This design comes from an exercise in tuning for small area, a short achievable clock period and few clock cycles per item on the open sky130 flow, not from production work. RTL that was checked went through simulation tests only; none was proved equivalent to the original. Only the layout flow was run in run 1; the RTL was not checked for function there. No activity file was given, so power comes from the tool's default toggle rates.

File: design.v
`timescale 1ns/100ps
package cov_pkg;
    typedef enum logic [1:0] {
        OP_CLEAR  = 2'd0,    
        OP_MEAN   = 2'd1,    
        OP_SAMPLE = 2'd2,    
        OP_RSVD   = 2'd3     
    } cov_op_e;
endpackage
`timescale 1ns/100ps
module cov_add
#(
    parameter int W = 8
) (
    input  logic [W-1:0] a,
    input  logic [W-1:0] b,
    input  logic         cin,
    output logic [W-1:0] s
);
    localparam int L = $clog2(W);
    logic [W-1:0] g [L+1];
    logic [W-1:0] p [L+1];
    always_comb begin
        g[0] = a & b;
        p[0] = a ^ b;
        g[0][0] = (a[0] & b[0]) | (p[0][0] & cin);
        for (int l = 0; l < L; l++) begin
            for (int i = 0; i < W; i++) begin
                if (((i >> l) & 1) == 1) begin
                    g[l+1][i] = g[l][i] | (p[l][i] & g[l][((i >> l) << l) - 1]);
                    p[l+1][i] = p[l][i] & p[l][((i >> l) << l) - 1];
                end else begin
                    g[l+1][i] = g[l][i];
                    p[l+1][i] = p[l][i];
                end
            end
        end
        s = p[0] ^ {g[L][W-2:0], cin};
    end
endmodule
module cov_decode
(
    input  logic                  clk,
    input  logic                  arst_n,
    input  logic [33:0]           in_cmd,
    input  logic                  accept,
    output logic                  bad_cmd,
    output logic                  s_valid,    
    output logic                  s_first,    
    output logic                  s_last,     
    output logic signed [16:0]    s_dx,       
    output logic [7:0]            s_neg,      
    output logic [7:0]            s_one,
    output logic [7:0]            s_two,
    output logic                  last_take   
);
    logic [1:0]         op;
    logic [15:0]        x, y;
    logic [15:0]        mean_x;
    logic [2:0]         cnt;        
    logic               take;
    logic [16:0]        dx;
    logic [16:0]        yb;         
    assign op   = in_cmd[33:32];
    assign x    = in_cmd[31:16];
    assign y    = in_cmd[15:0];
    assign take = accept & (op == cov_pkg::OP_SAMPLE);
    assign last_take = take & (cnt == 3'd7);
    assign yb   = {y, 1'b0};
    cov_add #(.W(17)) i_sub (
        .a   ({x[15], x}),
        .b   (~{mean_x[15], mean_x}),
        .cin (1'b1),
        .s   (dx)
    );
    always_ff @(posedge clk or negedge arst_n) begin
        if (!arst_n) begin
            mean_x  <= '0;
            cnt     <= '0;
            bad_cmd <= 1'b0;
            s_valid <= 1'b0;
        end else begin
            bad_cmd <= accept & (op == cov_pkg::OP_RSVD);
            s_valid <= take;
            if (accept & (op == cov_pkg::OP_MEAN)) mean_x <= x;
            if (accept & (op == cov_pkg::OP_CLEAR)) cnt <= '0;
            else if (take) cnt <= cnt + 3'd1;      
        end
    end
    always_ff @(posedge clk) begin
        s_first <= (cnt == 3'd0);
        s_last  <= (cnt == 3'd7);
        s_dx    <= dx;
        for (int j = 0; j < 8; j++) begin
            s_neg[j] <= take & yb[2*j+2];
            s_one[j] <= take & (yb[2*j+1] ^ yb[2*j]);
            s_two[j] <= take & ((yb[2*j+2] & ~yb[2*j+1] & ~yb[2*j]) | (~yb[2*j+2] & yb[2*j+1] & yb[2*j]));
        end
    end
endmodule
`timescale 1ns/100ps
module cov_execute
(
    input  logic                  clk,
    input  logic                  arst_n,
    input  logic                  s_valid,
    input  logic                  s_first,
    input  logic                  s_last,
    input  logic signed [16:0]    s_dx,
    input  logic [7:0]            s_neg,
    input  logic [7:0]            s_one,
    input  logic [7:0]            s_two,
    output logic [34:0]           acc_s,     
    output logic [34:0]           acc_c,
    output logic                  done       
);
    localparam logic [34:0] K8 = 35'h2aab00000;
    logic        start;
    logic [34:0] base_s, base_c, rs, rc;
    assign start  = s_valid & s_first;
    assign base_s = start ? K8 : acc_s;
    assign base_c = start ? 35'd0 : acc_c;
    cov_mac i_mac (
        .b_neg (s_neg),
        .b_one (s_one),
        .b_two (s_two),
        .dx    (s_dx),
        .v     (s_valid),
        .a0    (base_s),
        .a1    (base_c),
        .rs    (rs),
        .rc    (rc)
    );
    always_ff @(posedge clk) begin
        acc_s <= rs;
        acc_c <= rc;
    end
    always_ff @(posedge clk or negedge arst_n) begin
        if (!arst_n) done <= 1'b0;
        else         done <= s_valid & s_last;
    end
endmodule
`timescale 1ns/100ps
module cov_mac (
    input  logic [7:0] b_neg, b_one, b_two,
    input  logic [16:0] dx,
    input  logic v,
    input  logic [34:0] a0,
    input  logic [34:0] a1,
    output logic [34:0] rs,
    output logic [34:0] rc
);
    wire pp1 = (b_one[0] & dx[0]) ^ b_neg[0];
    wire pp2 = ((b_one[0] & dx[1]) | (b_two[0] & dx[0])) ^ b_neg[0];
    wire pp3 = ((b_one[0] & dx[2]) | (b_two[0] & dx[1])) ^ b_neg[0];
    wire pp4 = ((b_one[0] & dx[3]) | (b_two[0] & dx[2])) ^ b_neg[0];
    wire pp5 = ((b_one[0] & dx[4]) | (b_two[0] & dx[3])) ^ b_neg[0];
    wire pp6 = ((b_one[0] & dx[5]) | (b_two[0] & dx[4])) ^ b_neg[0];
    wire pp7 = ((b_one[0] & dx[6]) | (b_two[0] & dx[5])) ^ b_neg[0];
    wire pp8 = ((b_one[0] & dx[7]) | (b_two[0] & dx[6])) ^ b_neg[0];
    wire pp9 = ((b_one[0] & dx[8]) | (b_two[0] & dx[7])) ^ b_neg[0];
    wire pp10 = ((b_one[0] & dx[9]) | (b_two[0] & dx[8])) ^ b_neg[0];
    wire pp11 = ((b_one[0] & dx[10]) | (b_two[0] & dx[9])) ^ b_neg[0];
    wire pp12 = ((b_one[0] & dx[11]) | (b_two[0] & dx[10])) ^ b_neg[0];
    wire pp13 = ((b_one[0] & dx[12]) | (b_two[0] & dx[11])) ^ b_neg[0];
    wire pp14 = ((b_one[0] & dx[13]) | (b_two[0] & dx[12])) ^ b_neg[0];
    wire pp15 = ((b_one[0] & dx[14]) | (b_two[0] & dx[13])) ^ b_neg[0];
    wire pp16 = ((b_one[0] & dx[15]) | (b_two[0] & dx[14])) ^ b_neg[0];
    wire pp17 = ((b_one[0] & dx[16]) | (b_two[0] & dx[15])) ^ b_neg[0];
    wire pp18 = ((b_one[0] & dx[16]) | (b_two[0] & dx[16])) ^ b_neg[0];
    wire ps19 = ~pp18 & v;
    wire pp20 = (b_one[1] & dx[0]) ^ b_neg[1];
    wire pp21 = ((b_one[1] & dx[1]) | (b_two[1] & dx[0])) ^ b_neg[1];
    wire pp22 = ((b_one[1] & dx[2]) | (b_two[1] & dx[1])) ^ b_neg[1];
    wire pp23 = ((b_one[1] & dx[3]) | (b_two[1] & dx[2])) ^ b_neg[1];
    wire pp24 = ((b_one[1] & dx[4]) | (b_two[1] & dx[3])) ^ b_neg[1];
    wire pp25 = ((b_one[1] & dx[5]) | (b_two[1] & dx[4])) ^ b_neg[1];
    wire pp26 = ((b_one[1] & dx[6]) | (b_two[1] & dx[5])) ^ b_neg[1];
    wire pp27 = ((b_one[1] & dx[7]) | (b_two[1] & dx[6])) ^ b_neg[1];
    wire pp28 = ((b_one[1] & dx[8]) | (b_two[1] & dx[7])) ^ b_neg[1];
    wire pp29 = ((b_one[1] & dx[9]) | (b_two[1] & dx[8])) ^ b_neg[1];
    wire pp30 = ((b_one[1] & dx[10]) | (b_two[1] & dx[9])) ^ b_neg[1];
    wire pp31 = ((b_one[1] & dx[11]) | (b_two[1] & dx[10])) ^ b_neg[1];
    wire pp32 = ((b_one[1] & dx[12]) | (b_two[1] & dx[11])) ^ b_neg[1];
    wire pp33 = ((b_one[1] & dx[13]) | (b_two[1] & dx[12])) ^ b_neg[1];
    wire pp34 = ((b_one[1] & dx[14]) | (b_two[1] & dx[13])) ^ b_neg[1];
    wire pp35 = ((b_one[1] & dx[15]) | (b_two[1] & dx[14])) ^ b_neg[1];
    wire pp36 = ((b_one[1] & dx[16]) | (b_two[1] & dx[15])) ^ b_neg[1];
    wire pp37 = ((b_one[1] & dx[16]) | (b_two[1] & dx[16])) ^ b_neg[1];
    wire ps38 = ~pp37 & v;
    wire pp39 = (b_one[2] & dx[0]) ^ b_neg[2];
    wire pp40 = ((b_one[2] & dx[1]) | (b_two[2] & dx[0])) ^ b_neg[2];
    wire pp41 = ((b_one[2] & dx[2]) | (b_two[2] & dx[1])) ^ b_neg[2];
    wire pp42 = ((b_one[2] & dx[3]) | (b_two[2] & dx[2])) ^ b_neg[2];
    wire pp43 = ((b_one[2] & dx[4]) | (b_two[2] & dx[3])) ^ b_neg[2];
    wire pp44 = ((b_one[2] & dx[5]) | (b_two[2] & dx[4])) ^ b_neg[2];
    wire pp45 = ((b_one[2] & dx[6]) | (b_two[2] & dx[5])) ^ b_neg[2];
    wire pp46 = ((b_one[2] & dx[7]) | (b_two[2] & dx[6])) ^ b_neg[2];
    wire pp47 = ((b_one[2] & dx[8]) | (b_two[2] & dx[7])) ^ b_neg[2];
    wire pp48 = ((b_one[2] & dx[9]) | (b_two[2] & dx[8])) ^ b_neg[2];
    wire pp49 = ((b_one[2] & dx[10]) | (b_two[2] & dx[9])) ^ b_neg[2];
    wire pp50 = ((b_one[2] & dx[11]) | (b_two[2] & dx[10])) ^ b_neg[2];
    wire pp51 = ((b_one[2] & dx[12]) | (b_two[2] & dx[11])) ^ b_neg[2];
    wire pp52 = ((b_one[2] & dx[13]) | (b_two[2] & dx[12])) ^ b_neg[2];
    wire pp53 = ((b_one[2] & dx[14]) | (b_two[2] & dx[13])) ^ b_neg[2];
    wire pp54 = ((b_one[2] & dx[15]) | (b_two[2] & dx[14])) ^ b_neg[2];
    wire pp55 = ((b_one[2] & dx[16]) | (b_two[2] & dx[15])) ^ b_neg[2];
    wire pp56 = ((b_one[2] & dx[16]) | (b_two[2] & dx[16])) ^ b_neg[2];
    wire ps57 = ~pp56 & v;
    wire pp58 = (b_one[3] & dx[0]) ^ b_neg[3];
    wire pp59 = ((b_one[3] & dx[1]) | (b_two[3] & dx[0])) ^ b_neg[3];
    wire pp60 = ((b_one[3] & dx[2]) | (b_two[3] & dx[1])) ^ b_neg[3];
    wire pp61 = ((b_one[3] & dx[3]) | (b_two[3] & dx[2])) ^ b_neg[3];
    wire pp62 = ((b_one[3] & dx[4]) | (b_two[3] & dx[3])) ^ b_neg[3];
    wire pp63 = ((b_one[3] & dx[5]) | (b_two[3] & dx[4])) ^ b_neg[3];
    wire pp64 = ((b_one[3] & dx[6]) | (b_two[3] & dx[5])) ^ b_neg[3];
    wire pp65 = ((b_one[3] & dx[7]) | (b_two[3] & dx[6])) ^ b_neg[3];
    wire pp66 = ((b_one[3] & dx[8]) | (b_two[3] & dx[7])) ^ b_neg[3];
    wire pp67 = ((b_one[3] & dx[9]) | (b_two[3] & dx[8])) ^ b_neg[3];
    wire pp68 = ((b_one[3] & dx[10]) | (b_two[3] & dx[9])) ^ b_neg[3];
    wire pp69 = ((b_one[3] & dx[11]) | (b_two[3] & dx[10])) ^ b_neg[3];
    wire pp70 = ((b_one[3] & dx[12]) | (b_two[3] & dx[11])) ^ b_neg[3];
    wire pp71 = ((b_one[3] & dx[13]) | (b_two[3] & dx[12])) ^ b_neg[3];
    wire pp72 = ((b_one[3] & dx[14]) | (b_two[3] & dx[13])) ^ b_neg[3];
    wire pp73 = ((b_one[3] & dx[15]) | (b_two[3] & dx[14])) ^ b_neg[3];
    wire pp74 = ((b_one[3] & dx[16]) | (b_two[3] & dx[15])) ^ b_neg[3];
    wire pp75 = ((b_one[3] & dx[16]) | (b_two[3] & dx[16])) ^ b_neg[3];
    wire ps76 = ~pp75 & v;
    wire pp77 = (b_one[4] & dx[0]) ^ b_neg[4];
    wire pp78 = ((b_one[4] & dx[1]) | (b_two[4] & dx[0])) ^ b_neg[4];
    wire pp79 = ((b_one[4] & dx[2]) | (b_two[4] & dx[1])) ^ b_neg[4];
    wire pp80 = ((b_one[4] & dx[3]) | (b_two[4] & dx[2])) ^ b_neg[4];
    wire pp81 = ((b_one[4] & dx[4]) | (b_two[4] & dx[3])) ^ b_neg[4];
    wire pp82 = ((b_one[4] & dx[5]) | (b_two[4] & dx[4])) ^ b_neg[4];
    wire pp83 = ((b_one[4] & dx[6]) | (b_two[4] & dx[5])) ^ b_neg[4];
    wire pp84 = ((b_one[4] & dx[7]) | (b_two[4] & dx[6])) ^ b_neg[4];
    wire pp85 = ((b_one[4] & dx[8]) | (b_two[4] & dx[7])) ^ b_neg[4];
    wire pp86 = ((b_one[4] & dx[9]) | (b_two[4] & dx[8])) ^ b_neg[4];
    wire pp87 = ((b_one[4] & dx[10]) | (b_two[4] & dx[9])) ^ b_neg[4];
    wire pp88 = ((b_one[4] & dx[11]) | (b_two[4] & dx[10])) ^ b_neg[4];
    wire pp89 = ((b_one[4] & dx[12]) | (b_two[4] & dx[11])) ^ b_neg[4];
    wire pp90 = ((b_one[4] & dx[13]) | (b_two[4] & dx[12])) ^ b_neg[4];
    wire pp91 = ((b_one[4] & dx[14]) | (b_two[4] & dx[13])) ^ b_neg[4];
    wire pp92 = ((b_one[4] & dx[15]) | (b_two[4] & dx[14])) ^ b_neg[4];
    wire pp93 = ((b_one[4] & dx[16]) | (b_two[4] & dx[15])) ^ b_neg[4];
    wire pp94 = ((b_one[4] & dx[16]) | (b_two[4] & dx[16])) ^ b_neg[4];
    wire ps95 = ~pp94 & v;
    wire pp96 = (b_one[5] & dx[0]) ^ b_neg[5];
    wire pp97 = ((b_one[5] & dx[1]) | (b_two[5] & dx[0])) ^ b_neg[5];
    wire pp98 = ((b_one[5] & dx[2]) | (b_two[5] & dx[1])) ^ b_neg[5];
    wire pp99 = ((b_one[5] & dx[3]) | (b_two[5] & dx[2])) ^ b_neg[5];
    wire pp100 = ((b_one[5] & dx[4]) | (b_two[5] & dx[3])) ^ b_neg[5];
    wire pp101 = ((b_one[5] & dx[5]) | (b_two[5] & dx[4])) ^ b_neg[5];
    wire pp102 = ((b_one[5] & dx[6]) | (b_two[5] & dx[5])) ^ b_neg[5];
    wire pp103 = ((b_one[5] & dx[7]) | (b_two[5] & dx[6])) ^ b_neg[5];
    wire pp104 = ((b_one[5] & dx[8]) | (b_two[5] & dx[7])) ^ b_neg[5];
    wire pp105 = ((b_one[5] & dx[9]) | (b_two[5] & dx[8])) ^ b_neg[5];
    wire pp106 = ((b_one[5] & dx[10]) | (b_two[5] & dx[9])) ^ b_neg[5];
    wire pp107 = ((b_one[5] & dx[11]) | (b_two[5] & dx[10])) ^ b_neg[5];
    wire pp108 = ((b_one[5] & dx[12]) | (b_two[5] & dx[11])) ^ b_neg[5];
    wire pp109 = ((b_one[5] & dx[13]) | (b_two[5] & dx[12])) ^ b_neg[5];
    wire pp110 = ((b_one[5] & dx[14]) | (b_two[5] & dx[13])) ^ b_neg[5];
    wire pp111 = ((b_one[5] & dx[15]) | (b_two[5] & dx[14])) ^ b_neg[5];
    wire pp112 = ((b_one[5] & dx[16]) | (b_two[5] & dx[15])) ^ b_neg[5];
    wire pp113 = ((b_one[5] & dx[16]) | (b_two[5] & dx[16])) ^ b_neg[5];
    wire ps114 = ~pp113 & v;
    wire pp115 = (b_one[6] & dx[0]) ^ b_neg[6];
    wire pp116 = ((b_one[6] & dx[1]) | (b_two[6] & dx[0])) ^ b_neg[6];
    wire pp117 = ((b_one[6] & dx[2]) | (b_two[6] & dx[1])) ^ b_neg[6];
    wire pp118 = ((b_one[6] & dx[3]) | (b_two[6] & dx[2])) ^ b_neg[6];
    wire pp119 = ((b_one[6] & dx[4]) | (b_two[6] & dx[3])) ^ b_neg[6];
    wire pp120 = ((b_one[6] & dx[5]) | (b_two[6] & dx[4])) ^ b_neg[6];
    wire pp121 = ((b_one[6] & dx[6]) | (b_two[6] & dx[5])) ^ b_neg[6];
    wire pp122 = ((b_one[6] & dx[7]) | (b_two[6] & dx[6])) ^ b_neg[6];
    wire pp123 = ((b_one[6] & dx[8]) | (b_two[6] & dx[7])) ^ b_neg[6];
    wire pp124 = ((b_one[6] & dx[9]) | (b_two[6] & dx[8])) ^ b_neg[6];
    wire pp125 = ((b_one[6] & dx[10]) | (b_two[6] & dx[9])) ^ b_neg[6];
    wire pp126 = ((b_one[6] & dx[11]) | (b_two[6] & dx[10])) ^ b_neg[6];
    wire pp127 = ((b_one[6] & dx[12]) | (b_two[6] & dx[11])) ^ b_neg[6];
    wire pp128 = ((b_one[6] & dx[13]) | (b_two[6] & dx[12])) ^ b_neg[6];
    wire pp129 = ((b_one[6] & dx[14]) | (b_two[6] & dx[13])) ^ b_neg[6];
    wire pp130 = ((b_one[6] & dx[15]) | (b_two[6] & dx[14])) ^ b_neg[6];
    wire pp131 = ((b_one[6] & dx[16]) | (b_two[6] & dx[15])) ^ b_neg[6];
    wire pp132 = ((b_one[6] & dx[16]) | (b_two[6] & dx[16])) ^ b_neg[6];
    wire ps133 = ~pp132 & v;
    wire pp134 = (b_one[7] & dx[0]) ^ b_neg[7];
    wire pp135 = ((b_one[7] & dx[1]) | (b_two[7] & dx[0])) ^ b_neg[7];
    wire pp136 = ((b_one[7] & dx[2]) | (b_two[7] & dx[1])) ^ b_neg[7];
    wire pp137 = ((b_one[7] & dx[3]) | (b_two[7] & dx[2])) ^ b_neg[7];
    wire pp138 = ((b_one[7] & dx[4]) | (b_two[7] & dx[3])) ^ b_neg[7];
    wire pp139 = ((b_one[7] & dx[5]) | (b_two[7] & dx[4])) ^ b_neg[7];
    wire pp140 = ((b_one[7] & dx[6]) | (b_two[7] & dx[5])) ^ b_neg[7];
    wire pp141 = ((b_one[7] & dx[7]) | (b_two[7] & dx[6])) ^ b_neg[7];
    wire pp142 = ((b_one[7] & dx[8]) | (b_two[7] & dx[7])) ^ b_neg[7];
    wire pp143 = ((b_one[7] & dx[9]) | (b_two[7] & dx[8])) ^ b_neg[7];
    wire pp144 = ((b_one[7] & dx[10]) | (b_two[7] & dx[9])) ^ b_neg[7];
    wire pp145 = ((b_one[7] & dx[11]) | (b_two[7] & dx[10])) ^ b_neg[7];
    wire pp146 = ((b_one[7] & dx[12]) | (b_two[7] & dx[11])) ^ b_neg[7];
    wire pp147 = ((b_one[7] & dx[13]) | (b_two[7] & dx[12])) ^ b_neg[7];
    wire pp148 = ((b_one[7] & dx[14]) | (b_two[7] & dx[13])) ^ b_neg[7];
    wire pp149 = ((b_one[7] & dx[15]) | (b_two[7] & dx[14])) ^ b_neg[7];
    wire pp150 = ((b_one[7] & dx[16]) | (b_two[7] & dx[15])) ^ b_neg[7];
    wire pp151 = ((b_one[7] & dx[16]) | (b_two[7] & dx[16])) ^ b_neg[7];
    wire ps152 = ~pp151 & v;
    wire s153, c154;
    cov_ha u_s153 (.a(a0[12]), .b(a1[12]), .s(s153), .co(c154));
    wire s155, c156;
    cov_ha u_s155 (.a(a0[13]), .b(a1[13]), .s(s155), .co(c156));
    wire s157, c158;
    cov_fa u_s157 (.a(a0[14]), .b(a1[14]), .c(b_neg[7]), .s(s157), .co(c158));
    wire s159, c160;
    cov_ha u_s159 (.a(pp15), .b(pp32), .s(s159), .co(c160));
    wire s161, c162;
    cov_fa u_s161 (.a(a0[15]), .b(a1[15]), .c(pp16), .s(s161), .co(c162));
    wire s163, c164;
    cov_ha u_s163 (.a(pp33), .b(pp50), .s(s163), .co(c164));
    wire s165, c166;
    cov_fa u_s165 (.a(a0[16]), .b(a1[16]), .c(pp17), .s(s165), .co(c166));
    wire s167, c168;
    cov_ha u_s167 (.a(pp34), .b(pp51), .s(s167), .co(c168));
    wire s169, c170;
    cov_fa u_s169 (.a(a0[17]), .b(a1[17]), .c(pp35), .s(s169), .co(c170));
    wire s171, c172;
    cov_ha u_s171 (.a(pp52), .b(pp69), .s(s171), .co(c172));
    wire s173, c174;
    cov_fa u_s173 (.a(a0[18]), .b(a1[18]), .c(pp36), .s(s173), .co(c174));
    wire s175, c176;
    cov_ha u_s175 (.a(a0[19]), .b(a1[19]), .s(s175), .co(c176));
    wire s177, c178;
    cov_ha u_s177 (.a(a0[6]), .b(a1[6]), .s(s177), .co(c178));
    wire s179, c180;
    cov_ha u_s179 (.a(a0[7]), .b(a1[7]), .s(s179), .co(c180));
    wire s181, c182;
    cov_fa u_s181 (.a(a0[8]), .b(a1[8]), .c(b_neg[4]), .s(s181), .co(c182));
    wire s183, c184;
    cov_ha u_s183 (.a(pp9), .b(pp26), .s(s183), .co(c184));
    wire s185, c186;
    cov_fa u_s185 (.a(a0[9]), .b(a1[9]), .c(pp10), .s(s185), .co(c186));
    wire s187, c188;
    cov_ha u_s187 (.a(pp27), .b(pp44), .s(s187), .co(c188));
    wire s189, c190;
    cov_fa u_s189 (.a(a0[10]), .b(a1[10]), .c(b_neg[5]), .s(s189), .co(c190));
    wire s191, c192;
    cov_fa u_s191 (.a(pp11), .b(pp28), .c(pp45), .s(s191), .co(c192));
    wire s193, c194;
    cov_ha u_s193 (.a(pp62), .b(pp79), .s(s193), .co(c194));
    wire s195, c196;
    cov_fa u_s195 (.a(a0[11]), .b(a1[11]), .c(pp12), .s(s195), .co(c196));
    wire s197, c198;
    cov_fa u_s197 (.a(pp29), .b(pp46), .c(pp63), .s(s197), .co(c198));
    wire s199, c200;
    cov_ha u_s199 (.a(pp80), .b(pp97), .s(s199), .co(c200));
    wire s201, c202;
    cov_fa u_s201 (.a(b_neg[6]), .b(s153), .c(pp13), .s(s201), .co(c202));
    wire s203, c204;
    cov_fa u_s203 (.a(pp30), .b(pp47), .c(pp64), .s(s203), .co(c204));
    wire s205, c206;
    cov_fa u_s205 (.a(pp81), .b(pp98), .c(pp115), .s(s205), .co(c206));
    wire s207, c208;
    cov_fa u_s207 (.a(c154), .b(s155), .c(pp14), .s(s207), .co(c208));
    wire s209, c210;
    cov_fa u_s209 (.a(pp31), .b(pp48), .c(pp65), .s(s209), .co(c210));
    wire s211, c212;
    cov_fa u_s211 (.a(pp82), .b(pp99), .c(pp116), .s(s211), .co(c212));
    wire s213, c214;
    cov_fa u_s213 (.a(c156), .b(pp49), .c(pp66), .s(s213), .co(c214));
    wire s215, c216;
    cov_fa u_s215 (.a(pp83), .b(pp100), .c(pp117), .s(s215), .co(c216));
    wire s217, c218;
    cov_fa u_s217 (.a(pp134), .b(s157), .c(s159), .s(s217), .co(c218));
    wire s219, c220;
    cov_fa u_s219 (.a(pp67), .b(pp84), .c(pp101), .s(s219), .co(c220));
    wire s221, c222;
    cov_fa u_s221 (.a(pp118), .b(pp135), .c(c158), .s(s221), .co(c222));
    wire s223, c224;
    cov_fa u_s223 (.a(c160), .b(s163), .c(s161), .s(s223), .co(c224));
    wire s225, c226;
    cov_fa u_s225 (.a(pp68), .b(pp85), .c(pp102), .s(s225), .co(c226));
    wire s227, c228;
    cov_fa u_s227 (.a(pp119), .b(pp136), .c(c164), .s(s227), .co(c228));
    wire s229, c230;
    cov_fa u_s229 (.a(s167), .b(c162), .c(s165), .s(s229), .co(c230));
    wire s231, c232;
    cov_fa u_s231 (.a(pp86), .b(pp103), .c(pp120), .s(s231), .co(c232));
    wire s233, c234;
    cov_fa u_s233 (.a(pp137), .b(ps19), .c(c168), .s(s233), .co(c234));
    wire s235, c236;
    cov_fa u_s235 (.a(s171), .b(c166), .c(s169), .s(s235), .co(c236));
    wire s237, c238;
    cov_fa u_s237 (.a(pp53), .b(pp70), .c(pp87), .s(s237), .co(c238));
    wire s239, c240;
    cov_fa u_s239 (.a(pp104), .b(pp121), .c(pp138), .s(s239), .co(c240));
    wire s241, c242;
    cov_fa u_s241 (.a(c172), .b(c170), .c(s173), .s(s241), .co(c242));
    wire s243, c244;
    cov_fa u_s243 (.a(s175), .b(pp54), .c(pp71), .s(s243), .co(c244));
    wire s245, c246;
    cov_fa u_s245 (.a(pp88), .b(pp105), .c(pp122), .s(s245), .co(c246));
    wire s247, c248;
    cov_fa u_s247 (.a(pp139), .b(ps38), .c(c174), .s(s247), .co(c248));
    wire s249, c250;
    cov_fa u_s249 (.a(a0[20]), .b(a1[20]), .c(c176), .s(s249), .co(c250));
    wire s251, c252;
    cov_fa u_s251 (.a(pp55), .b(pp72), .c(pp89), .s(s251), .co(c252));
    wire s253, c254;
    cov_fa u_s253 (.a(pp106), .b(pp123), .c(pp140), .s(s253), .co(c254));
    wire s255, c256;
    cov_fa u_s255 (.a(a0[21]), .b(a1[21]), .c(pp73), .s(s255), .co(c256));
    wire s257, c258;
    cov_fa u_s257 (.a(pp90), .b(pp107), .c(pp124), .s(s257), .co(c258));
    wire s259, c260;
    cov_ha u_s259 (.a(pp141), .b(ps57), .s(s259), .co(c260));
    wire s261, c262;
    cov_fa u_s261 (.a(a0[22]), .b(a1[22]), .c(pp74), .s(s261), .co(c262));
    wire s263, c264;
    cov_fa u_s263 (.a(pp91), .b(pp108), .c(pp125), .s(s263), .co(c264));
    wire s265, c266;
    cov_fa u_s265 (.a(a0[23]), .b(a1[23]), .c(pp92), .s(s265), .co(c266));
    wire s267, c268;
    cov_ha u_s267 (.a(pp109), .b(pp126), .s(s267), .co(c268));
    wire s269, c270;
    cov_fa u_s269 (.a(a0[24]), .b(a1[24]), .c(pp93), .s(s269), .co(c270));
    wire s271, c272;
    cov_ha u_s271 (.a(a0[25]), .b(a1[25]), .s(s271), .co(c272));
    wire s273, c274;
    cov_ha u_s273 (.a(a0[2]), .b(a1[2]), .s(s273), .co(c274));
    wire s275, c276;
    cov_ha u_s275 (.a(a0[3]), .b(a1[3]), .s(s275), .co(c276));
    wire s277, c278;
    cov_fa u_s277 (.a(a0[4]), .b(a1[4]), .c(b_neg[2]), .s(s277), .co(c278));
    wire s279, c280;
    cov_ha u_s279 (.a(pp5), .b(pp22), .s(s279), .co(c280));
    wire s281, c282;
    cov_fa u_s281 (.a(a0[5]), .b(a1[5]), .c(pp6), .s(s281), .co(c282));
    wire s283, c284;
    cov_ha u_s283 (.a(pp23), .b(pp40), .s(s283), .co(c284));
    wire s285, c286;
    cov_fa u_s285 (.a(b_neg[3]), .b(s177), .c(pp7), .s(s285), .co(c286));
    wire s287, c288;
    cov_fa u_s287 (.a(pp24), .b(pp41), .c(pp58), .s(s287), .co(c288));
    wire s289, c290;
    cov_fa u_s289 (.a(c178), .b(s179), .c(pp8), .s(s289), .co(c290));
    wire s291, c292;
    cov_fa u_s291 (.a(pp25), .b(pp42), .c(pp59), .s(s291), .co(c292));
    wire s293, c294;
    cov_fa u_s293 (.a(c180), .b(pp43), .c(pp60), .s(s293), .co(c294));
    wire s295, c296;
    cov_fa u_s295 (.a(pp77), .b(s181), .c(s183), .s(s295), .co(c296));
    wire s297, c298;
    cov_fa u_s297 (.a(pp61), .b(pp78), .c(c182), .s(s297), .co(c298));
    wire s299, c300;
    cov_fa u_s299 (.a(c184), .b(s187), .c(s185), .s(s299), .co(c300));
    wire s301, c302;
    cov_fa u_s301 (.a(pp96), .b(s189), .c(c188), .s(s301), .co(c302));
    wire s303, c304;
    cov_fa u_s303 (.a(s193), .b(c186), .c(s191), .s(s303), .co(c304));
    wire s305, c306;
    cov_fa u_s305 (.a(c190), .b(c194), .c(s199), .s(s305), .co(c306));
    wire s307, c308;
    cov_fa u_s307 (.a(c192), .b(s195), .c(s197), .s(s307), .co(c308));
    wire s309, c310;
    cov_fa u_s309 (.a(c200), .b(c196), .c(c198), .s(s309), .co(c310));
    wire s311, c312;
    cov_fa u_s311 (.a(s201), .b(s203), .c(s205), .s(s311), .co(c312));
    wire s313, c314;
    cov_fa u_s313 (.a(c202), .b(c204), .c(c206), .s(s313), .co(c314));
    wire s315, c316;
    cov_fa u_s315 (.a(s207), .b(s209), .c(s211), .s(s315), .co(c316));
    wire s317, c318;
    cov_fa u_s317 (.a(c208), .b(c210), .c(c212), .s(s317), .co(c318));
    wire s319, c320;
    cov_fa u_s319 (.a(s213), .b(s215), .c(s217), .s(s319), .co(c320));
    wire s321, c322;
    cov_fa u_s321 (.a(c214), .b(c216), .c(s219), .s(s321), .co(c322));
    wire s323, c324;
    cov_fa u_s323 (.a(s221), .b(c218), .c(s223), .s(s323), .co(c324));
    wire s325, c326;
    cov_fa u_s325 (.a(c220), .b(c222), .c(s225), .s(s325), .co(c326));
    wire s327, c328;
    cov_fa u_s327 (.a(s227), .b(c224), .c(s229), .s(s327), .co(c328));
    wire s329, c330;
    cov_fa u_s329 (.a(c226), .b(s231), .c(c228), .s(s329), .co(c330));
    wire s331, c332;
    cov_fa u_s331 (.a(s233), .b(c230), .c(s235), .s(s331), .co(c332));
    wire s333, c334;
    cov_fa u_s333 (.a(c232), .b(s237), .c(s239), .s(s333), .co(c334));
    wire s335, c336;
    cov_fa u_s335 (.a(c234), .b(c236), .c(s241), .s(s335), .co(c336));
    wire s337, c338;
    cov_fa u_s337 (.a(c238), .b(c240), .c(s243), .s(s337), .co(c338));
    wire s339, c340;
    cov_fa u_s339 (.a(s245), .b(s247), .c(c242), .s(s339), .co(c340));
    wire s341, c342;
    cov_fa u_s341 (.a(s249), .b(c244), .c(c246), .s(s341), .co(c342));
    wire s343, c344;
    cov_fa u_s343 (.a(s251), .b(s253), .c(c248), .s(s343), .co(c344));
    wire s345, c346;
    cov_fa u_s345 (.a(c250), .b(s259), .c(c252), .s(s345), .co(c346));
    wire s347, c348;
    cov_fa u_s347 (.a(c254), .b(s255), .c(s257), .s(s347), .co(c348));
    wire s349, c350;
    cov_fa u_s349 (.a(pp142), .b(c260), .c(c256), .s(s349), .co(c350));
    wire s351, c352;
    cov_fa u_s351 (.a(c258), .b(s261), .c(s263), .s(s351), .co(c352));
    wire s353, c354;
    cov_fa u_s353 (.a(pp143), .b(ps76), .c(s267), .s(s353), .co(c354));
    wire s355, c356;
    cov_fa u_s355 (.a(c262), .b(c264), .c(s265), .s(s355), .co(c356));
    wire s357, c358;
    cov_fa u_s357 (.a(pp110), .b(pp127), .c(pp144), .s(s357), .co(c358));
    wire s359, c360;
    cov_fa u_s359 (.a(c268), .b(c266), .c(s269), .s(s359), .co(c360));
    wire s361, c362;
    cov_fa u_s361 (.a(s271), .b(pp111), .c(pp128), .s(s361), .co(c362));
    wire s363, c364;
    cov_fa u_s363 (.a(pp145), .b(ps95), .c(c270), .s(s363), .co(c364));
    wire s365, c366;
    cov_fa u_s365 (.a(a0[26]), .b(a1[26]), .c(c272), .s(s365), .co(c366));
    wire s367, c368;
    cov_fa u_s367 (.a(pp112), .b(pp129), .c(pp146), .s(s367), .co(c368));
    wire s369, c370;
    cov_fa u_s369 (.a(a0[27]), .b(a1[27]), .c(pp130), .s(s369), .co(c370));
    wire s371, c372;
    cov_ha u_s371 (.a(pp147), .b(ps114), .s(s371), .co(c372));
    wire s373, c374;
    cov_fa u_s373 (.a(a0[28]), .b(a1[28]), .c(pp131), .s(s373), .co(c374));
    wire s375, c376;
    cov_ha u_s375 (.a(a0[29]), .b(a1[29]), .s(s375), .co(c376));
    wire s377, c378;
    cov_ha u_s377 (.a(a0[0]), .b(a1[0]), .s(s377), .co(c378));
    wire s379, c380;
    cov_ha u_s379 (.a(a0[1]), .b(a1[1]), .s(s379), .co(c380));
    wire s381, c382;
    cov_fa u_s381 (.a(b_neg[1]), .b(s273), .c(pp3), .s(s381), .co(c382));
    wire s383, c384;
    cov_fa u_s383 (.a(c274), .b(s275), .c(pp4), .s(s383), .co(c384));
    wire s385, c386;
    cov_fa u_s385 (.a(c276), .b(pp39), .c(s277), .s(s385), .co(c386));
    wire s387, c388;
    cov_fa u_s387 (.a(c278), .b(c280), .c(s283), .s(s387), .co(c388));
    wire s389, c390;
    cov_fa u_s389 (.a(c284), .b(c282), .c(s285), .s(s389), .co(c390));
    wire s391, c392;
    cov_fa u_s391 (.a(c286), .b(c288), .c(s289), .s(s391), .co(c392));
    wire s393, c394;
    cov_fa u_s393 (.a(c290), .b(c292), .c(s293), .s(s393), .co(c394));
    wire s395, c396;
    cov_fa u_s395 (.a(c294), .b(s297), .c(c296), .s(s395), .co(c396));
    wire s397, c398;
    cov_fa u_s397 (.a(c298), .b(s301), .c(c300), .s(s397), .co(c398));
    wire s399, c400;
    cov_fa u_s399 (.a(c302), .b(s305), .c(c304), .s(s399), .co(c400));
    wire s401, c402;
    cov_fa u_s401 (.a(c306), .b(s309), .c(c308), .s(s401), .co(c402));
    wire s403, c404;
    cov_fa u_s403 (.a(c310), .b(s313), .c(c312), .s(s403), .co(c404));
    wire s405, c406;
    cov_fa u_s405 (.a(c314), .b(s317), .c(c316), .s(s405), .co(c406));
    wire s407, c408;
    cov_fa u_s407 (.a(c318), .b(s321), .c(c320), .s(s407), .co(c408));
    wire s409, c410;
    cov_fa u_s409 (.a(c322), .b(s325), .c(c324), .s(s409), .co(c410));
    wire s411, c412;
    cov_fa u_s411 (.a(c326), .b(s329), .c(c328), .s(s411), .co(c412));
    wire s413, c414;
    cov_fa u_s413 (.a(c330), .b(s333), .c(c332), .s(s413), .co(c414));
    wire s415, c416;
    cov_fa u_s415 (.a(c334), .b(s337), .c(s339), .s(s415), .co(c416));
    wire s417, c418;
    cov_fa u_s417 (.a(s341), .b(c338), .c(s343), .s(s417), .co(c418));
    wire s419, c420;
    cov_fa u_s419 (.a(c342), .b(s345), .c(s347), .s(s419), .co(c420));
    wire s421, c422;
    cov_fa u_s421 (.a(c346), .b(s349), .c(c348), .s(s421), .co(c422));
    wire s423, c424;
    cov_fa u_s423 (.a(s353), .b(c350), .c(c352), .s(s423), .co(c424));
    wire s425, c426;
    cov_fa u_s425 (.a(s357), .b(c354), .c(c356), .s(s425), .co(c426));
    wire s427, c428;
    cov_fa u_s427 (.a(c358), .b(s361), .c(s363), .s(s427), .co(c428));
    wire s429, c430;
    cov_fa u_s429 (.a(s365), .b(c362), .c(s367), .s(s429), .co(c430));
    wire s431, c432;
    cov_fa u_s431 (.a(c366), .b(s371), .c(c368), .s(s431), .co(c432));
    wire s433, c434;
    cov_fa u_s433 (.a(pp148), .b(c372), .c(c370), .s(s433), .co(c434));
    wire s435, c436;
    cov_fa u_s435 (.a(s375), .b(pp149), .c(ps133), .s(s435), .co(c436));
    wire s437, c438;
    cov_fa u_s437 (.a(a0[30]), .b(a1[30]), .c(c376), .s(s437), .co(c438));
    wire s439, c440;
    cov_ha u_s439 (.a(a0[31]), .b(a1[31]), .s(s439), .co(c440));
    wire s441, c442;
    cov_ha u_s441 (.a(b_neg[0]), .b(s377), .s(s441), .co(c442));
    wire s443, c444;
    cov_fa u_s443 (.a(c378), .b(s379), .c(pp2), .s(s443), .co(c444));
    wire s445, c446;
    cov_fa u_s445 (.a(c380), .b(pp20), .c(s381), .s(s445), .co(c446));
    wire s447, c448;
    cov_fa u_s447 (.a(pp21), .b(c382), .c(s383), .s(s447), .co(c448));
    wire s449, c450;
    cov_fa u_s449 (.a(s279), .b(c384), .c(s385), .s(s449), .co(c450));
    wire s451, c452;
    cov_fa u_s451 (.a(s281), .b(c386), .c(s387), .s(s451), .co(c452));
    wire s453, c454;
    cov_fa u_s453 (.a(s287), .b(c388), .c(s389), .s(s453), .co(c454));
    wire s455, c456;
    cov_fa u_s455 (.a(s291), .b(c390), .c(s391), .s(s455), .co(c456));
    wire s457, c458;
    cov_fa u_s457 (.a(s295), .b(c392), .c(s393), .s(s457), .co(c458));
    wire s459, c460;
    cov_fa u_s459 (.a(c394), .b(s299), .c(s395), .s(s459), .co(c460));
    wire s461, c462;
    cov_fa u_s461 (.a(s303), .b(c396), .c(s397), .s(s461), .co(c462));
    wire s463, c464;
    cov_fa u_s463 (.a(s307), .b(c398), .c(s399), .s(s463), .co(c464));
    wire s465, c466;
    cov_fa u_s465 (.a(s311), .b(c400), .c(s401), .s(s465), .co(c466));
    wire s467, c468;
    cov_fa u_s467 (.a(s315), .b(c402), .c(s403), .s(s467), .co(c468));
    wire s469, c470;
    cov_fa u_s469 (.a(s319), .b(c404), .c(s405), .s(s469), .co(c470));
    wire s471, c472;
    cov_fa u_s471 (.a(c406), .b(s323), .c(s407), .s(s471), .co(c472));
    wire s473, c474;
    cov_fa u_s473 (.a(s327), .b(c408), .c(s409), .s(s473), .co(c474));
    wire s475, c476;
    cov_fa u_s475 (.a(s331), .b(c410), .c(s411), .s(s475), .co(c476));
    wire s477, c478;
    cov_fa u_s477 (.a(s335), .b(c412), .c(s413), .s(s477), .co(c478));
    wire s479, c480;
    cov_fa u_s479 (.a(c336), .b(c414), .c(s415), .s(s479), .co(c480));
    wire s481, c482;
    cov_fa u_s481 (.a(c340), .b(s417), .c(c416), .s(s481), .co(c482));
    wire s483, c484;
    cov_fa u_s483 (.a(c344), .b(s419), .c(c418), .s(s483), .co(c484));
    wire s485, c486;
    cov_fa u_s485 (.a(s351), .b(s421), .c(c420), .s(s485), .co(c486));
    wire s487, c488;
    cov_fa u_s487 (.a(s355), .b(c422), .c(s423), .s(s487), .co(c488));
    wire s489, c490;
    cov_fa u_s489 (.a(s359), .b(c424), .c(s425), .s(s489), .co(c490));
    wire s491, c492;
    cov_fa u_s491 (.a(c360), .b(c426), .c(s427), .s(s491), .co(c492));
    wire s493, c494;
    cov_fa u_s493 (.a(c364), .b(s429), .c(c428), .s(s493), .co(c494));
    wire s495, c496;
    cov_fa u_s495 (.a(s369), .b(s431), .c(c430), .s(s495), .co(c496));
    wire s497, c498;
    cov_fa u_s497 (.a(s373), .b(c432), .c(s433), .s(s497), .co(c498));
    wire s499, c500;
    cov_fa u_s499 (.a(c374), .b(s435), .c(c434), .s(s499), .co(c500));
    wire s501, c502;
    cov_fa u_s501 (.a(pp150), .b(s437), .c(c436), .s(s501), .co(c502));
    wire s503, c504;
    cov_fa u_s503 (.a(s439), .b(c438), .c(ps152), .s(s503), .co(c504));
    wire s505, c506;
    cov_fa u_s505 (.a(a0[32]), .b(a1[32]), .c(c440), .s(s505), .co(c506));
    wire s507, c508;
    cov_ha u_s507 (.a(a0[33]), .b(a1[33]), .s(s507), .co(c508));
    wire s509, c510;
    cov_ha u_s509 (.a(a0[34]), .b(a1[34]), .s(s509), .co(c510));
    assign rs = {s509, s507, s505, s503, s501, s499, s497, s495, s493, s491, s489, s487, s485, s483, s481, s479, s477, s475, s473, s471, s469, s467, s465, s463, s461, s459, s457, s455, s453, s451, s449, s447, s445, s443, pp1};
    assign rc = {c508, c506, c504, c502, c500, c498, c496, c494, c492, c490, c488, c486, c484, c482, c480, c478, c476, c474, c472, c470, c468, c466, c464, c462, c460, c458, c456, c454, c452, c450, c448, c446, c444, c442, s441};
endmodule
module cov_fa (input logic a, input logic b, input logic c, output logic s, output logic co);
    assign s  = a ^ b ^ c;
    assign co = (a & b) | (a & c) | (b & c);
endmodule
module cov_ha (input logic a, input logic b, output logic s, output logic co);
    assign s  = a ^ b;
    assign co = a & b;
endmodule
`timescale 1ns/100ps
module cov_result
(
    input  logic                  clk,
    input  logic                  arst_n,
    input  logic [34:0]           acc_s,     
    input  logic [34:0]           acc_c,
    input  logic                  done,      
    input  logic                  fill,      
    output logic [32:0]           cov,
    output logic                  out_valid,
    input  logic                  out_ready,
    output logic                  hold       
);
    localparam int KD    = 3;               
    localparam int STEPS = 12 / KD;
    typedef enum logic [1:0] {
        S_IDLE = 2'd0,
        S_DIV  = 2'd1,
        S_INC  = 2'd2,
        S_OUT  = 2'd3
    } div_state_e;
    function automatic logic [2:0] m7(input logic [2:0] a, input logic [2:0] b);
        logic [2:0] g, p;
        logic       c0, c1, c2;
        g  = a & b;
        p  = a ^ b;
        c0 = g[2] | (p[2] & g[1]) | (p[2] & p[1] & g[0]);
        c1 = g[0] | (p[0] & c0);
        c2 = g[1] | (p[1] & g[0]) | (p[1] & p[0] & c0);
        m7 = p ^ {c2, c1, c0};
    endfunction
    function automatic logic [2:0] qdig(input logic [2:0] r, input logic [2:0] d);
        logic [2:0] rn;
        logic [3:0] t;
        rn   = (r == 3'd7) ? 3'd0 : r;
        t    = {1'b0, rn} + {1'b0, d};
        qdig = rn + {2'b00, (t >= 4'd7)};
    endfunction
    div_state_e       state, state_next;
    logic [1:0]       step;
    logic [35:0]      w;          
    logic [2:0]       r;          
    logic             neg;        
    logic [3*KD-1:0]  qd;         
    logic [2:0]       rq;         
    logic [34:0]      sum;
    logic [32:0]      w_inc;
    logic             pend;       
    logic             busy;       
    logic             load;
    logic             pend_next;
    logic             up;         
    cov_add #(.W(35)) i_cpa (.a(acc_s), .b(acc_c), .cin(1'b0), .s(sum));
    always_comb begin
        logic [2:0] rr;
        rr = r;
        for (int j = 0; j < KD; j++) begin
            qd[3*KD-1-3*j -: 3] = qdig(rr, w[35-3*j -: 3]);
            rr = m7(rr, w[35-3*j -: 3]);
        end
        rq = rr;
    end
    always_comb begin
        logic [8:0] ga;       
        logic       pre;      
        logic       in;       
        for (int g = 0; g < 9; g++) ga[g] = &w[4*g +: 4];
        for (int i = 0; i < 33; i++) begin
            pre = 1'b1;
            for (int g = 0; g < i / 4; g++) pre = pre & ga[g];
            in = 1'b1;
            for (int k = 4 * (i / 4); k < i; k++) in = in & w[k];
            w_inc[i] = w[i] ^ (pre & in);
        end
    end
    assign up        = neg & (rq != 3'd0) & (rq != 3'd7);
    assign busy      = (state != S_IDLE) & ~((state == S_OUT) & out_ready);
    assign load      = (pend | done) & ~busy;
    assign pend_next = (pend | done) & ~load;
    always_comb begin
        state_next = state;
        unique case (state)
            S_DIV:   if (step == 2'(STEPS - 1)) state_next = up ? S_INC : S_OUT;
            S_INC:   state_next = S_OUT;
            S_OUT:   if (out_ready) state_next = S_IDLE;
            default: state_next = S_IDLE;
        endcase
        if (load) state_next = S_DIV;
    end
    always_ff @(posedge clk or negedge arst_n) begin
        if (!arst_n) begin
            state     <= S_IDLE;
            step      <= '0;
            pend      <= 1'b0;
            out_valid <= 1'b0;
            hold      <= 1'b0;
        end else begin
            state     <= state_next;
            step      <= (state == S_DIV) ? step + 2'd1 : 2'd0;
            pend      <= pend_next;
            out_valid <= (state_next == S_OUT);
            hold      <= (state_next != S_IDLE) & (pend_next | fill);
        end
    end
    always_ff @(posedge clk) begin
        if (load) begin
            w   <= {sum[34], sum};
            r   <= sum[34] ? 3'd6 : 3'd0;
            neg <= sum[34];
        end else if (state == S_DIV) begin
            w   <= {w[35-3*KD:0], qd};
            r   <= rq;
        end else if (state == S_INC) begin
            w[32:0] <= w_inc;
        end
    end
    assign cov = w[32:0];
endmodule
`timescale 1ns/100ps
module cov_top
#(
    parameter int NUM_SAMPLES = 8
) (
    input  logic        clk,
    input  logic        arst_n,
    input  logic [33:0] in_cmd,      
    input  logic        in_valid,
    output logic        in_ready,
    output logic [63:0] out_res,     
    output logic        out_valid,
    input  logic        out_ready,
    output logic        bad_cmd      
);
    logic               accept;
    logic               hold;
    logic               s_valid, s_first, s_last;
    logic signed [16:0] s_dx;
    logic [7:0]         s_neg, s_one, s_two;
    logic               last_take;
    logic [34:0]        acc_s, acc_c;
    logic               done;
    logic [32:0]        cov;
    logic               fill;
    assign in_ready = ~hold;
    assign accept   = in_valid & ~hold;
    assign fill     = last_take | (s_valid & s_last);
    cov_decode i_decode (
        .clk       (clk),
        .arst_n    (arst_n),
        .in_cmd    (in_cmd),
        .accept    (accept),
        .bad_cmd   (bad_cmd),
        .s_valid   (s_valid),
        .s_first   (s_first),
        .s_last    (s_last),
        .s_dx      (s_dx),
        .s_neg     (s_neg),
        .s_one     (s_one),
        .s_two     (s_two),
        .last_take (last_take)
    );
    cov_execute i_execute (
        .clk     (clk),
        .arst_n  (arst_n),
        .s_valid (s_valid),
        .s_first (s_first),
        .s_last  (s_last),
        .s_dx    (s_dx),
        .s_neg   (s_neg),
        .s_one   (s_one),
        .s_two   (s_two),
        .acc_s   (acc_s),
        .acc_c   (acc_c),
        .done    (done)
    );
    cov_result i_result (
        .clk       (clk),
        .arst_n    (arst_n),
        .acc_s     (acc_s),
        .acc_c     (acc_c),
        .done      (done),
        .fill      (fill),
        .cov       (cov),
        .out_valid (out_valid),
        .out_ready (out_ready),
        .hold      (hold)
    );
    assign out_res = {{15{cov[32]}}, cov, 16'(NUM_SAMPLES)};
endmodule
File: run.sh
#!/bin/bash
# synth_recipe.tcl (not shown) runs the flow's synth.tcl, then flattens the netlist and writes it again
# the make line also repeats each setting of config.mk as NAME=value (left out here)
make -C /OpenROAD-flow-scripts/flow DESIGN_CONFIG=/design/flow/config.mk WORK_HOME=/design/flow/orfs CLKGATE_MAP_FILE= SYNTH_SCRIPT=/design/flow/synth_recipe.tcl finish
File: config.mk
export PLATFORM = sky130hd
export DESIGN_NAME = cov_top
export DESIGN_NICKNAME = cov_top
export VERILOG_FILES = /design/flow/design.v
export SDC_FILE = /design/flow/constraint.sdc
export NUM_CORES = 4
export LEC_CHECK = 0
export CAP_MARGIN = 20
export CORE_MARGIN = 2
export CORE_UTILIZATION = 40
export SETUP_SLACK_MARGIN = 3.5
export SLEW_MARGIN = 20
export SYNTH_HIERARCHICAL = 1
File: constraint.sdc
create_clock -name core_clock -period 8.0 [get_ports {clk}]
set_input_delay 1.6000 -clock core_clock [delete_from_list [all_inputs] [get_ports {clk}]]
set_output_delay 1.6000 -clock core_clock [all_outputs]
set_load 0.01 [all_outputs]
==> results of run 1 <==
final cells by class:
cell class | instances | area [sq um] | area share
Inverter | 58 | 223 | 0.0119
Sequential cell | 182 | 4190 | 0.225
Tap cell | 592 | 741 | 0.0397
Clock inverter | 13 | 141 | 0.00758
Clock buffer | 19 | 453 | 0.0243
Multi-Input combinational cell | 1157 | 11700 | 0.629
Timing Repair Buffer | 127 | 1170 | 0.0629
per-stage QoR:
stage	setup slack [ns]	instance area [sq um]	power (W)
floorplan	3.54	18100	0.00701
global placement	3.36	17700	0.00737
detailed placement	3.25	17700	0.00755
CTS	3.47	18500	0.00925
global route	3.39	18600	0.0107
finish	3.57	18600	0.00982
per-module statistics from Yosys (local to each module, per instance), excerpt:
module,times used,flops+latches,cells
cov_result,1,47,389
cov_decode,1,64,164
cov_ha,28,0,1
cov_top,1,0,36
cov_execute,1,71,157
cov_mac,1,0,456
cov_fa,151,0,1
power breakdown:
group	total, W	leakage [nW]	internal [W]	switching [W]
sequential	0.00218	1.69	0.00149	0.000686
combinational	0.00676	5.59	0.00336	0.00340
clock	0.000880	0.295	0.000481	0.000399
total	0.00982	7.58	0.00533	0.00449
worst paths after layout:
check                                 start             endpoint  slack, ns  cells past startpoint
setup / recovery              i_result.r[1]   i_result.out_valid       3.57                     18
hold / removal             i_result.step[0]     i_result.step[0]       0.44                      1
setup reg to reg              i_result.r[1]   i_result.out_valid       3.57                     18
hold reg to reg            i_result.step[0]     i_result.step[0]       0.44                      1
max in group asynchronous            arst_n     i_decode.s_valid       6.26                      1
min in group asynchronous            arst_n  i_decode.mean_x[15]       1.22                      1
timing repair:
item                       CTS  global route
resized for setup           18            14
setup endpoints to repair    5             6
buffers inserted            14             6
pin swaps                   22            15
cloned                       0             0
sequential cells by signal, summed over array words and instances, names as in the netlist, 2 cells and up:
register,flops
i_decode.s_two,8
i_decode.s_one,8
i_result.step,2
i_result.r,3
i_result.w,36
i_decode.s_dx,17
i_decode.s_neg,8
i_decode.cnt,3
i_execute.acc_s,35
i_decode.mean_x,16
i_result.state,2
i_execute.acc_c,35
layout by cell type (no fill, tap or decap), types with 5 or more instances in the layout:
master           count
xnor2_1            179
fa_1               165
dfxtp_1            112
ha_1               103
clkdlybuf4s50_1     87
a22oi_2             86
nand2_1             72
a21boi_0            60
inv_1               54
nor2_1              50
a22oi_1             50
a21oi_1             47
edfxtp_1            40
buf_4               38
dfrtp_1             28
a21o_1              26
xor2_1              26
o21ai_0             21
conb_1              18
clkbuf_16           17
and2_1              16
a31oi_1             13
nand3_1             12
mux2i_1             11
o21ai_1             11
mux2_4              10
nand4_1              9
a21boi_1             9
o21ai_2              9
and3_1               8
or2b_1               8
nand3b_1             7
or3b_2               7
nor3_1               7
ha_4                 7
mux2_2               6
o21a_1               6
o22ai_1              6
nand2b_1             5
metal layers:
metal,vias to the layer above,global-route usage,wire (microns)
li1,5284,-,-
met2,382,0.293,19400
met3,47,0.0313,2820
met1,5814,0.261,19400
met5,-,0,0
met4,0,0.0489,618
logic make-up (layout without fill, tap and decap cells):
group,Yosys count,count (layout)
mux,28,28
compound gates,383,383
fa+ha+maj,280,280
other cells,4,18
flops,182,182
xor+xnor,209,209
buf+inv,305,217
simple gates,239,239
==> results.py, run 1 <==
metrics = {
    "placed_design": {
        "io_buffer_count": 88,
        "dp_hpwl_mm": 30.2,
        "place.gp.congestion": 0.822,
        "placed_cells": 2096,
    },
    "synthesis": {
        "synthTopCellsByArea": "fa_1 19%, dfxtp_1 13%, xnor2_1 8.8%",
        "synthArstFlopShare": 0.159,
        "synth_top_family_by_area": "adder cells",
        "yosys_warnings": 15,
        "ys_seq_area_frac": 0.233,
        "syn_area_sq_um": 18000,
        "synth_edf_count": 40,
        "synthMuxAreaShare": 0.0188,
        "synthSimpleGateAreaFrac": 0.0728,
        "synthXorXnorAreaFrac": 0.102,
        "synth-main-ff-cell": "dfxtp_1",
        "synth_common_cells": "180 x xnor2_1, 169 x fa_1, 161 x buf_4",
        "synth_seq_cells": 182,
        "synth_top_cell_by_area": "fa_1",
        "synth-adder-area-share": 0.265,
        "synth-compound-area-share": 0.177,
        "synth_cell_type_count": 86,
        "yosysMostFrequentCell": "xnor2_1",
        "avgSynthCellArea_sq_um": 11.0,
        "synthCells": 1630,
        "yosysTopAreaCellShare": 0.188,
    },
    "floorplan": {
        "row_count": 77,
        "die_y_microns": 216,
        "start_util": 0.406,
        "die_area_sq_um": 46700,
        "top_level_ports": 105,
        "core_area_sq_um": 44300,
        "die_width_microns": 216,
    },
    "drt": {
        "vias": 11500,
        "wl_per_cell_microns": 19.6,
        "drtIter0Drc": 799,
        "final_antenna_net_count": 0,
        "dr.pass1.iters": 5,
        "drc_errors": 0,
        "wirelength_mm": 42.2,
        "avgViaCountPerCell": 5.37,
    },
    "power_and_ir_drop": {
        "vdd_drop_max_uv": 590,
        "powerDensity_nw_per_um2": 527,
        "p_leak_nw": 7.58,
    },
    "cts": {
        "cts_hold_buffers": 0,
        "clk_latency_ns": 0.46,
        "clockBufferDepth": 2,
        "cts_tree": "built",
        "htreeDepth": 4,
        "clock-sinks": 182,
        "ctsRootBufferMaster": "clkbuf_16",
        "cts.clk_slew.worst_paths_ns": 0.07,
        "cts_made_buffers": 17,
    },
    "sta": {
        "drv_slew": 0,
        "setup_viol": 0,
        "setup-tns-final_ns": 0,
        "period_share": 0.554,
        "worst_slew_margin_rel": 0.226,
        "min_period_ns": 4.43,
        "whs_ns": 0.440,
        "rsz0062_at_grt": "yes",
        "fin_skew_ns": 0.0169,
        "worst_slew_pin_slew_ns": 1.16,
        "hold_viol": 0,
        "max_freq_mhz": 226,
    },
    "status": {
        "status": "no timing/DRC/antenna violations",
    },
    "critical_path": {
        "cp_common_cell": "a21o_1",
        "crit_arrival_ns": 4.75,
        "crit_path_end_kind": "register",
        "critPathTopFamily": "adder cells",
        "cp_slowest_cell": "edfxtp_1",
        "start_kind": "register",
        "crit_fanout": 4,
        "crit_buf_inv": 0,
        "critPathMaxStageDelay_ns": 0.44,
        "path_cells": "ha_4, a21o_1, a21o_1, fa_2, xor2_4, ha_4, a21oi_4, o21bai_4, fa_2, xor2_4, ha_4, a21o_1, a21o_1, fa_2, xor2_2, and2_4, mux2i_2, a311oi_1",
        "worstPathRequired_ns": 8.32,
        "path_class": "reg -> reg",
    },
    "layout": {
        "final_util": 0.421,
        "syn2layout_area_growth_pct": 3.65,
        "drive_above_1_share": 0.166,
        "fin_nets": 1861,
        "n_antenna_cell": 0,
        "fin_cells": 2148,
        "fillers": 4203,
    },
    "run": {
        "max-cap-violations": 0,
    },
    "grt": {
        "grt_start_max_net_pins": 71,
        "grt_pass1_wl_mm": 68.0,
        "antenna_found_initial": 0,
        "grt-ovfl-total": 0,
        "grt_usage": 0.185,
        "grt_pass1_vias": 11900,
    },
    "worst_hold_path": {
        "min_path_type": "reg -> reg",
    },
}
==> run 2, diff against run 1 <==
--- a/design.v
+++ b/design.v
@@ -693,22 +693,15 @@
         S_INC  = 2'd2,
         S_OUT  = 2'd3
     } div_state_e;
-    function automatic logic [2:0] m7(input logic [2:0] a, input logic [2:0] b);
-        logic [2:0] g, p;
-        logic       c0, c1, c2;
-        g  = a & b;
-        p  = a ^ b;
-        c0 = g[2] | (p[2] & g[1]) | (p[2] & p[1] & g[0]);
-        c1 = g[0] | (p[0] & c0);
-        c2 = g[1] | (p[1] & g[0]) | (p[1] & p[0] & c0);
-        m7 = p ^ {c2, c1, c0};
-    endfunction
-    function automatic logic [2:0] qdig(input logic [2:0] r, input logic [2:0] d);
-        logic [2:0] rn;
-        logic [3:0] t;
-        rn   = (r == 3'd7) ? 3'd0 : r;
-        t    = {1'b0, rn} + {1'b0, d};
-        qdig = rn + {2'b00, (t >= 4'd7)};
+    function automatic logic [5:0] dstep(input logic [2:0] r, input logic [2:0] d);
+        logic [2:0] q, n;
+        q[2] = (r[2]) | (r[1] & r[0] & d[2]);
+        q[1] = (r[1] & ~r[0]) | (r[1] & ~d[2]) | (r[2] & r[0] & d[1]) | (r[2] & r[0] & d[2]) | (~r[1] & r[0] & d[2] & d[1]);
+        q[0] = (~r[2] & r[0] & ~d[2]) | (r[2] & ~r[0] & d[2]) | (r[0] & ~d[2] & ~d[1]) | (r[2] & r[1] & d[1]) | (r[1] & ~r[0] & d[2] & d[1]) | (~r[2] & ~r[1] & r[0] & ~d[1]) | (r[2] & r[1] & d[0]) | (r[2] & ~r[0] & d[1] & d[0]) | (~r[0] & d[2] & d[1] & d[0]) | (r[1] & ~r[0] & d[2] & d[0]);
+        n[2] = (~r[2] & ~r[1] & d[2] & ~d[1]) | (~r[2] & r[1] & ~d[2] & d[1]) | (r[2] & ~r[1] & ~d[2] & ~d[1]) | (r[2] & d[2] & d[1] & d[0]) | (r[2] & r[0] & d[2] & d[1]) | (r[2] & ~d[2] & ~d[1] & ~d[0]) | (r[2] & r[1] & d[2] & d[1]) | (r[2] & r[1] & d[2] & d[0]) | (r[1] & r[0] & ~d[2] & d[0]) | (~r[2] & ~r[0] & d[2] & ~d[1] & ~d[0]) | (~r[2] & r[0] & ~d[2] & d[1] & d[0]) | (~r[2] & ~r[1] & ~r[0] & d[2] & ~d[0]) | (r[2] & ~r[1] & ~r[0] & ~d[2] & ~d[0]);
+        n[1] = (r[1] & ~r[0] & ~d[1] & ~d[0]) | (~r[1] & ~r[0] & d[1] & ~d[0]) | (~r[1] & r[0] & ~d[1] & d[0]) | (r[1] & d[2] & d[1] & d[0]) | (r[2] & r[0] & d[2] & ~d[1]) | (r[2] & r[1] & d[1] & d[0]) | (r[1] & r[0] & d[2] & d[1]) | (r[1] & ~d[2] & ~d[1] & ~d[0]) | (r[1] & r[0] & d[1] & d[0]) | (~r[2] & ~r[1] & ~r[0] & ~d[2] & d[1]) | (~r[2] & r[1] & ~r[0] & ~d[2] & ~d[1]) | (r[2] & ~r[1] & d[2] & ~d[1] & d[0]) | (~r[2] & ~r[1] & ~d[2] & d[1] & ~d[0]);
+        n[0] = (~r[2] & ~r[0] & ~d[2] & d[0]) | (~r[2] & r[0] & ~d[2] & ~d[0]) | (r[2] & ~r[0] & d[2] & ~d[0]) | (r[0] & d[2] & d[1] & d[0]) | (r[2] & r[0] & d[1] & d[0]) | (r[0] & ~d[2] & ~d[1] & ~d[0]) | (r[2] & r[1] & d[1] & ~d[0]) | (r[2] & r[0] & d[2] & d[0]) | (r[1] & r[0] & d[2] & d[0]) | (~r[2] & ~r[1] & r[0] & ~d[1] & ~d[0]) | (~r[2] & ~r[1] & ~r[0] & ~d[1] & d[0]) | (r[1] & ~r[0] & d[2] & d[1] & ~d[0]) | (~r[1] & ~r[0] & ~d[2] & ~d[1] & d[0]);
+        dstep = {q, n};
     endfunction
     div_state_e       state, state_next;
     logic [1:0]       step;
@@ -729,8 +722,7 @@
         logic [2:0] rr;
         rr = r;
         for (int j = 0; j < KD; j++) begin
-            qd[3*KD-1-3*j -: 3] = qdig(rr, w[35-3*j -: 3]);
-            rr = m7(rr, w[35-3*j -: 3]);
+            {qd[3*KD-1-3*j -: 3], rr} = dstep(rr, w[35-3*j -: 3]);
         end
         rq = rr;
     end
@@ -747,7 +739,7 @@
             w_inc[i] = w[i] ^ (pre & in);
         end
     end
-    assign up        = neg & (rq != 3'd0) & (rq != 3'd7);
+    assign up        = neg & (rq != 3'd0);
     assign busy      = (state != S_IDLE) & ~((state == S_OUT) & out_ready);
     assign load      = (pend | done) & ~busy;
     assign pend_next = (pend | done) & ~load;
--- a/config.mk
+++ b/config.mk
@@ -8,6 +8,6 @@
 export CAP_MARGIN = 20
 export CORE_MARGIN = 2
 export CORE_UTILIZATION = 40
-export SETUP_SLACK_MARGIN = 3.5
+export SETUP_SLACK_MARGIN = 5.0
 export SLEW_MARGIN = 20
 export SYNTH_HIERARCHICAL = 1
==> run 2 against run 1 <==
  * Critical endpoint is now i_result.w[1]
  * Register-to-register slack improved by 1.0 ns
  * Utilization increased by 5.4 points
  * Sequential power decreased by 8%
  * Largest power group unchanged
  * Sequential share of layout area decreased by 2.6 points
  * Maximum frequency increased by 30%
  * Cell count increased by 12%
  * Clock skew increased by 0.0037 ns
  * Power decreased by 10%
  * Clock power increased by 2.8%
  * Non-clock buffer count increased by 135
==> results.py, run 2 <==
metrics = {
    "status": {
        "status": "no timing/DRC/antenna violations",
    },
    "grt": {
        "grt_start_max_net_pins": 59,
        "grt-ovfl-total": 0,
        "grt_pass1_wl_mm": 75.4,
        "grt_usage": 0.202,
    },
    "synthesis": {
        "yosysMostFrequentCell": "xnor2_1",
        "synth_common_cells": "177 x xnor2_1, 163 x buf_4, 163 x fa_1",
        "yosysTopAreaCellShare": 0.176,
        "synth_top_cell_by_area": "fa_1",
        "syn_area_sq_um": 18500,
        "synthTopCellsByArea": "fa_1 18%, dfxtp_1 12%, xnor2_1 8.4%",
        "synth-main-ff-cell": "dfxtp_1",
        "avgSynthCellArea_sq_um": 10.5,
        "synth_seq_cells": 182,
    },
    "critical_path": {
        "reg2reg_depth": 14,
        "critPathLaunch": "i_result.r[0]",
        "path_cells": "buf_4, and2_1, nand4b_1, a31o_4, buf_4, a41o_4, a2111oi_4, buf_4, a21oi_4, buf_4, a32oi_2, o211ai_1, o21ai_1, o21ai_0",
        "start_kind": "register",
        "reg2reg_from": "i_result.r[0]",
        "cp_common_cell": "buf_4",
        "crit_arrival_ns": 3.61,
        "critPathMaxStageDelay_ns": 0.39,
        "path_class": "reg -> reg",
        "worstPathRequired_ns": 8.21,
    },
    "cts": {
        "cts_tree": "built",
        "cts.clk_slew.worst_paths_ns": 0.09,
        "cts_hold_buffers": 0,
        "clock-sinks": 182,
        "cts_made_buffers": 17,
        "clk_latency_ns": 0.47,
        "htreeDepth": 4,
        "ctsRootBufferMaster": "clkbuf_16",
    },
    "power_and_ir_drop": {
        "p_leak_nw": 8.59,
        "p_sw_w": 0.00416,
        "pwr-share-comb": 0.670,
        "seqPwrFrac": 0.227,
        "internal-power_w": 0.00466,
        "vdd_drop_max_uv": 263,
    },
    "sta": {
        "setup-tns-final_ns": 0,
        "min_period_ns": 3.40,
        "fin_skew_ns": 0.0206,
        "rsz0062_at_grt": "yes",
        "period_share": 0.425,
        "hold_viol": 0,
        "worst_slew_margin_rel": 0.408,
        "max_freq_mhz": 294,
    },
    "layout": {
        "biggestRegsByFlops": "i_result.w (36), i_execute.acc_c (35), i_execute.acc_s (35)",
        "drive_above_1_share": 0.334,
        "regArea_sq_um": 4290,
        "fillers": 4173,
        "n_antenna_cell": 0,
        "mostFrequentLayoutCell": "xnor2_1",
        "mostFrequentLayoutCells": "173 x xnor2_1, 128 x buf_4, 97 x nand2_1, 97 x fa_1, 87 x a22oi_2",
        "post-route-cell-area_sq_um": 21600,
        "syn2layout_area_growth_pct": 16.7,
        "top_register": "i_result.w",
    },
    "placed_design": {
        "place_area_sq_um": 18200,
        "place.gp.congestion": 0.818,
        "dp_hpwl_mm": 30.7,
    },
    "floorplan": {
        "top_level_ports": 105,
        "row_count": 78,
        "core_area_sq_um": 45500,
        "start_util": 0.407,
        "die_y_microns": 219,
    },
    "drt": {
        "drc_errors": 0,
        "final_antenna_net_count": 0,
        "drtIter0Drc": 1114,
        "vias": 13000,
        "wirelength_mm": 47.8,
    },
    "worst_hold_path": {
        "hp-start": "i_result.step[0]",
        "hold_path_depth": 1,
    },
}
==> run 2: cell types whose count changed after synthesis, moves of 8 or more <==
cell and change:
ha_1 -24, clkbuf_1 +12, nand2_1 +28, a22oi_1 -8, a21boi_0 -8, o21ai_0 +32
nor2_1 +26, a21oi_1 +16, nand3_1 +14
==> run 2: cell type report <==
cell class,count,area share
multi-input combinational,1266,0.606
sequential,182,0.199
timing repair buffer,262,0.119
tap,600,0.0348
clock buffer,18,0.0209
inverter,62,0.0116
clock inverter,14,0.00829
==> run 2: logic make-up after synthesis <==
group / after synthesis / synth area share
AO/OA/AOI/OAI: 448 / 0.201
XOR/XNOR: 199 / 0.0942
adder cells (fa/ha/maj): 254 / 0.238
buffers and inverters: 334 / 0.135
flip-flops: 182 / 0.226
multiplexers: 28 / 0.0183
other: 4 / 0.000811
AND/OR/NAND/NOR: 315 / 0.0866
==> run 2: path summary, 6_finish.rpt <==
kind                                    endpoint  slack (ns)
worst max-delay path               i_result.w[1]        4.60
worst min-delay path            i_result.step[0]        0.45
worst max register to register     i_result.w[1]        4.60
worst min register to register  i_result.step[0]        0.45
max in group asynchronous       i_decode.s_valid        6.23
min in group asynchronous       i_result.step[1]        1.20
==> run 2: through the flow <==
stage | total power, W | hold WS [ns] | cells | utilization | worst slack, ns
6_report | 0.00882 | 0.446 | 2404 | 0.475 | 4.60
5_1_grt | 0.00951 | 0.466 | 2404 | 0.475 | 4.47
4_1_cts | 0.00839 | 0.444 | 2361 | 0.456 | 4.65
3_5_place_dp | 0.00663 | 0.433 | 2212 | 0.401 | 3.79
3_3_place_gp | 0.00649 | 0.421 | 2212 | 0.401 | 3.81
2_1_floorplan | 0.00641 | 0.410 | 1778 | - | 4.53
==> run 2: metal layers <==
layer | GRT usage | vias to the layer above | share of wire
met5 | 0 | - | 0
met4 | 0.0610 | 0 | 0.026
met3 | 0.0338 | 91 | 0.062
met2 | 0.334 | 443 | 0.47
met1 | 0.271 | 6484 | 0.44
li1 | - | 6007 | -
==> run 2: critical path, delay by kind of cell (launching register included) <==
kind | cells | cell delay, ns
DFF | 1 | 0.39
and+or+nand+nor | 2 | 0.40
AOI/OAI and AO/OA | 8 | 1.71
buffers and inverters | 4 | 0.64
==> run 2: power by group through the flow <==
stage               combinational, W  sequential, W  clock [W]
floorplan                    0.00478        0.00163          0
global placement             0.00433        0.00216          0
detailed placement           0.00445        0.00217          0
CTS                          0.00547        0.00200   0.000925
global route                 0.00651        0.00204   0.000961
finish                       0.00591        0.00200   0.000905
==> run 2: repair_timing <==
action	4_1_cts	5_1_grt
cloned	12	2
setup buffers	105	41
gates resized for setup	299	113
endpoints found under the setup margin	194	126
pin swaps	73	82
==> run 2: modules after synthesis (local to each module, per instance), excerpt <==
module	cells	times used
cov_decode	164	1
cov_execute	157	1
cov_fa	1	151
cov_ha	1	28
cov_mac	456	1
cov_result	501	1
cov_top	36	1
Testbench counts of run 2, summed over its fixed seeds: cycles 2,767, results 320.

Re-timed with assumed drivers on the ports (clkbuf_16 on the clock, buf_2 on other inputs), run 2 has 4.599 ns of setup slack against 4.599 ns with ideal ports, and 4.343 ns once port delays also move by the mid clock arrival of 0.512 ns.
